Background: an optimization exercise with open tools, aiming at a short achievable clock period and few clock cycles per item. Do not read the settings as production practice. RTL that was checked went through simulation tests only; none was proved equivalent to the original.

==> run D <==
// lc4_pipeline
module lc4_pipeline #(
   parameter logic [15:0] RESET_PC = 16'h8200
) (
   input  wire         gwe,
   input  wire         i_rst_n,
   output logic [15:0] o_cur_pc,
   input  wire  [15:0] i_cur_insn,
   output logic [15:0] o_dmem_addr,
   output logic        o_dmem_we,
   output logic [15:0] o_dmem_towrite,
   input  wire  [15:0] i_cur_dmem_data,
   output logic [1:0]  o_trace_stall,
   output logic [15:0] o_trace_pc,
   output logic [15:0] o_trace_insn,
   output logic        o_trace_regfile_we,
   output logic [2:0]  o_trace_wsel,
   output logic [15:0] o_trace_wdata,
   output logic        o_trace_nzp_we,
   output logic [2:0]  o_trace_nzp_bits,
   output logic        o_trace_dmem_we,
   output logic [15:0] o_trace_dmem_addr,
   output logic [15:0] o_trace_dmem_data
);
   localparam int R_ADD = 0, R_SUB = 1, R_AND = 2, R_OR = 3, R_XOR = 4, R_NOT = 5,
                  R_PASSB = 6, R_HI = 7;
   logic [15:0] f_insn;
   logic        stall;           
   logic [15:0] d_insn;
   logic [3:0]  f_op;
   logic [2:0]  f_sub;
   logic        f_arith, f_logic, f_ld, f_st, f_const, f_hic;
   logic        f_we, f_mul, f_rare, f_rbre, f_bimm;
   logic [2:0]  f_ra, f_rb, f_rd;
   logic [15:0] f_bval;
   logic [7:0]  f_rsel;
   assign f_insn = stall ? d_insn : i_cur_insn;
   always_comb begin
      f_op    = f_insn[15:12];
      f_sub   = f_insn[5:3];
      f_arith = (f_op == 4'b0001);
      f_logic = (f_op == 4'b0101);
      f_ld    = (f_op == 4'b0110);
      f_st    = (f_op == 4'b0111);
      f_const = (f_op == 4'b1001);
      f_hic   = (f_op == 4'b1101) && f_insn[8];
      f_we    = (f_arith && f_sub != 3'b011) || f_logic || f_ld || f_const || f_hic;
      f_mul   = f_arith && f_sub == 3'b001;
      f_rare  = (f_arith && f_sub != 3'b011) || f_logic || f_ld || f_st || f_hic;
      f_rbre  = (f_arith && !f_sub[2] && f_sub != 3'b011) ||
                (f_logic && !f_sub[2] && f_sub != 3'b001);
      f_bimm  = !f_rbre;
      f_ra    = f_hic ? f_insn[11:9] : f_insn[8:6];
      f_rb    = f_insn[2:0];
      f_rd    = f_insn[11:9];
  ...
export LEC_CHECK = 0
export ABC_CLOCK_PERIOD_IN_PS = 2000
export CAP_MARGIN = 20
export CORE_MARGIN = 2
export CORE_UTILIZATION = 40
export SETUP_SLACK_MARGIN = 4.6
export SLEW_MARGIN = 20
create_clock -name core_clock -period 7.0 [get_ports {gwe}]
run.sh (not shown) runs the stock make flow with config.mk's settings and CLKGATE_MAP_FILE= SYNTH_SCRIPT=/design/flow/synth_recipe.tcl, a recipe that flattens the netlist after the stock synthesis.
==> inputs of run M, as changes to run D <==
--- a/flow/design.v
+++ b/flow/design.v
@@ -310,34 +310,34 @@
       f_rsel[R_PASSB] = f_const;
       f_rsel[R_HI]    = f_hic;
    end
    logic [15:0] pc_q;
    logic [1:0]  d_code;
    logic        d_we, d_mul, d_ld, d_st, d_hic, d_bimm, d_rare, d_rbre;
    logic [2:0]  d_ra, d_rd;
-   logic [15:0] d_bval, d_pc;
+   logic [15:0] d_bval;
    logic [7:0]  d_rsel;
    logic [15:0] d_rfs, d_rft, d_rfd;
    logic [9:0]  d_sa, d_sb, d_sd, d_sam, d_sbm;
    logic        d_sd_late;              
    logic        d_sd_mul;               
    logic [1:0]  x_code;
    logic        x_we, x_mul, x_ld, x_st, x_early, x_sd_late, x_sd_mul;
    logic [2:0]  x_rd;
-   logic [15:0] x_pc, x_insn, x_a, x_b, x_ma, x_mb, x_sd;
+   logic [15:0] x_insn, x_a, x_b, x_ma, x_mb, x_sd;
    logic [7:0]  x_rsel;
    logic [1:0]  m_code;
    logic        m_we, m_mul, m_ld, m_st, m_early;
    logic [2:0]  m_rd;
-   logic [15:0] m_pc, m_insn, m_res, m_addr, m_taddr, m_sd;
+   logic [15:0] m_insn, m_res, m_addr, m_taddr, m_sd;
    logic [15:0] m_pp [3];
    logic [1:0]  w_code;
    logic        w_we, w_dwe;
    logic [2:0]  w_rd;
-   logic [15:0] w_pc, w_insn, w_wdata, w_daddr, w_ddata;
+   logic [15:0] w_insn, w_wdata, w_daddr, w_ddata;
    logic [1:0]  t_code;
    logic        t_we, t_dwe;
    logic [2:0]  t_rd, t_nzp;
    logic [15:0] t_pc, t_insn, t_wdata, t_daddr, t_ddata;
    logic [15:0] rf [8];
    logic [15:0] x_sum, x_diff, x_oth, x_res;
    always_comb begin
@@ -426,15 +426,15 @@
       s[S_W]    = !hx && !hm && hw;
       s[S_RF]   = !imm && !hx && !hm && !hw;
       s[S_IMM]  = imm;
       s[S_LATE] = hx && nx_late_i;
       s[10]     = hx && nx_mul_i;
       sources = s;
    endfunction
-   logic [10:0] na, nb, nd;
+   logic [10:0] na, nb, nd, ns;
    logic        stall_n;
    logic [15:0] rfw [8];
    logic [15:0] rfs_n, rft_n, rfd_n;
    logic [15:0] addr_m, addr_w, addr_rf, m_addr_n;
    always_comb begin
       n_rare = f_rare;
       n_rbre = f_rbre;
@@ -451,20 +451,21 @@
       nx_we    = !stall && d_we;
       nx_add   = !d_ld && !d_mul && d_rsel[R_ADD];
       nx_sub   = d_rsel[R_SUB];
       nx_oth   = !d_ld && !d_mul && !d_rsel[R_ADD] && !d_rsel[R_SUB];
       nx_early = d_ld && early_go;
       nx_late  = d_ld && !early_go;
       nx_mul   = d_mul;
-      na = sources(n_ra, 1'b0, nx_we, d_rd, nx_add, nx_sub, nx_oth, nx_early, nx_late,
+      ns = sources(f_insn[8:6], 1'b0, nx_we, d_rd, nx_add, nx_sub, nx_oth, nx_early, nx_late,
                    nx_mul, x_we, x_rd, x_late, x_mul, m_we, m_rd);
       nb = sources(n_rb, n_bimm, nx_we, d_rd, nx_add, nx_sub, nx_oth, nx_early, nx_late,
                    nx_mul, x_we, x_rd, x_late, x_mul, m_we, m_rd);
       nd = sources(n_rd, 1'b0, nx_we, d_rd, nx_add, nx_sub, nx_oth, nx_early, nx_late,
                    nx_mul, x_we, x_rd, x_late, x_mul, m_we, m_rd);
+      na = f_hic ? nd : ns;
       stall_n = (n_rare && (na[10] || na[S_LATE])) || (n_rbre && (nb[10] || nb[S_LATE]));
       for (int i = 0; i < 8; i++) rfw[i] = (w_we && w_rd == 3'(i)) ? w_wdata : rf[i];
       rfs_n = rfw[n_fs];
       rft_n = rfw[n_ft];
       rfd_n = rfw[n_fd];
       addr_m  = m_res + d_bval;
       addr_w  = w_wdata + d_bval;
@@ -518,14 +519,15 @@
          m_ld    <= 1'b0;
          m_st    <= 1'b0;
          m_early <= 1'b0;
          w_code  <= 2'd2;
          w_we    <= 1'b0;
          w_dwe   <= 1'b0;
          t_code  <= 2'd2;
+         t_pc    <= RESET_PC - 16'd1;
          t_we    <= 1'b0;
          t_dwe   <= 1'b0;
          for (int i = 0; i < 8; i++) rf[i] <= '0;
       end else begin
          stall <= stall_n;
          if (!stall) begin
             pc_q   <= pc_q + 16'd1;
@@ -558,23 +560,21 @@
          m_ld    <= x_ld;
          m_st    <= x_st;
          m_early <= x_early;
          w_code  <= m_code;
          w_we    <= m_we;
          w_dwe   <= m_st;
          t_code  <= w_code;
+         if (w_code == 2'd0) t_pc <= t_pc + 16'd1;
          t_we    <= w_we;
          t_dwe   <= w_dwe;
          if (w_we) rf[w_rd] <= w_wdata;
       end
    end
    always_ff @(posedge gwe) begin
-      if (!stall) begin
-         d_pc   <= pc_q;
-      end
       d_insn <= f_insn;
       d_ra   <= f_ra;
       d_rd   <= f_rd;
       d_hic  <= f_hic;
       d_bimm <= f_bimm;
       d_bval <= f_bval;
       d_rsel <= f_rsel;
@@ -585,42 +585,38 @@
       d_sam     <= na[9:0] & {10{f_mul}};
       d_sbm     <= nb[9:0] & {10{f_mul}};
       d_sb      <= nb[9:0];
       d_sd      <= nd[9:0];
       d_sd_late <= nd[S_LATE];
       d_sd_mul  <= nd[10];
       x_rd      <= d_rd;
-      x_pc      <= d_pc;
       x_insn    <= d_insn;
       x_rsel    <= d_rsel;
       x_a       <= op_a;
       x_b       <= op_b;
       x_ma      <= op_ma;
       x_mb      <= op_mb;
       x_sd      <= op_d;
       x_sd_late <= d_sd_late;
       x_sd_mul  <= d_sd_mul;
       m_rd    <= x_rd;
-      m_pc    <= x_pc;
       m_insn  <= x_insn;
       m_res   <= x_early ? i_cur_dmem_data : x_res;
       m_addr  <= m_addr_n;
       m_taddr <= x_sum;
       m_sd    <= ({16{x_sd_late}} & i_cur_dmem_data) | ({16{x_sd_mul}} & m_prod) |
                  ({16{!x_sd_late && !x_sd_mul}} & x_sd);
       for (int i = 0; i < 3; i++) m_pp[i] <= l3[i];
       w_rd    <= m_rd;
-      w_pc    <= m_pc;
       w_insn  <= m_insn;
       w_wdata <= ({16{m_mul}} & m_prod) | ({16{m_ld && !m_early}} & i_cur_dmem_data) |
                  ({16{!m_mul && !(m_ld && !m_early)}} & m_res);
       w_daddr <= (m_ld || m_st) ? m_taddr : 16'h0000;
       w_ddata <= m_ld ? ((m_early ? m_res : i_cur_dmem_data)) : m_st ? m_sd : 16'h0000;
       t_rd    <= w_rd;
-      t_pc    <= w_pc;
       t_insn  <= w_insn;
       t_wdata <= w_wdata;
       t_nzp   <= w_wdata[15] ? 3'b100 : (w_wdata == 16'h0000) ? 3'b010 : 3'b001;
       t_daddr <= w_daddr;
       t_ddata <= w_ddata;
    end
    assign o_cur_pc       = pc_q;
==> flow/config.mk (replaced) <==
export PLATFORM = sky130hd
export DESIGN_NAME = lc4_pipeline
export DESIGN_NICKNAME = lc4_pipeline
export VERILOG_FILES = /design/flow/design.v
export SDC_FILE = /design/flow/constraint.sdc
export NUM_CORES = 4
export LEC_CHECK = 0
export ABC_CLOCK_PERIOD_IN_PS = 2000
export CAP_MARGIN = 20
export CORE_MARGIN = 2
export CORE_UTILIZATION = 30
export SETUP_SLACK_MARGIN = 4.6
export SLEW_MARGIN = 20
==> comparison <==
- In run M the synthesized area is smaller than in run D, by 2.9%.
- Against run D, the register-to-register slack of run M is better by 70 ps.
- Of run M and run D, run M has the higher maximum frequency (gap about 2.3%, measured against run D).
- Of run D and run M, run M has the higher clock skew (gap 13 ps).
- Between run D and run M, the lower non-clock buffer count is in run M (gap 21).
- Of run M and run D, run M has the higher critical path depth (gap 3).
- In run D the sequential share of layout area is higher than in run M, by 1.9 points.
- Of run D and run M, run M has the higher setup slack (gap 65 ps).
- Of run D and run M, run M has the higher cell count (gap about 4.3%, measured against run M).
- Against run M, the final area of run D is higher by about 3%.
- Sequential cell count: run M is lower than run D (64).
Testbench counts of run M, summed over its fixed seeds: cycles 16,389, items 16,000.
No functional check of the RTL was part of run D.

==> what the ideal ports hide <==
The results above use ideal ports. As a check the final layouts listed here were re-extracted and re-timed, cells and wires unchanged.
Step 1 assumes that a clkbuf_16 drives the clock port and a buf_2 every other input.
Step 2 times the ports against the registers' clock, not the clock port: input delays grow and output delays shrink by t, the midpoint of the rising clock arrivals with the driver on.
a / b / c = ideal / step 1 / step 2; a / b = the first two.
run	t (ns)	setup WS [ns]	worst setup path at the end
run D	0.713	4.032 / 4.032 / 3.475	input to register
run M	0.744	4.097 / 4.097 / 3.462	input to register
After both steps every run listed still meets setup and hold. The setup slack of run M, which loses most, moves by 0.000 ns with the drivers and by -0.635 ns with both steps.
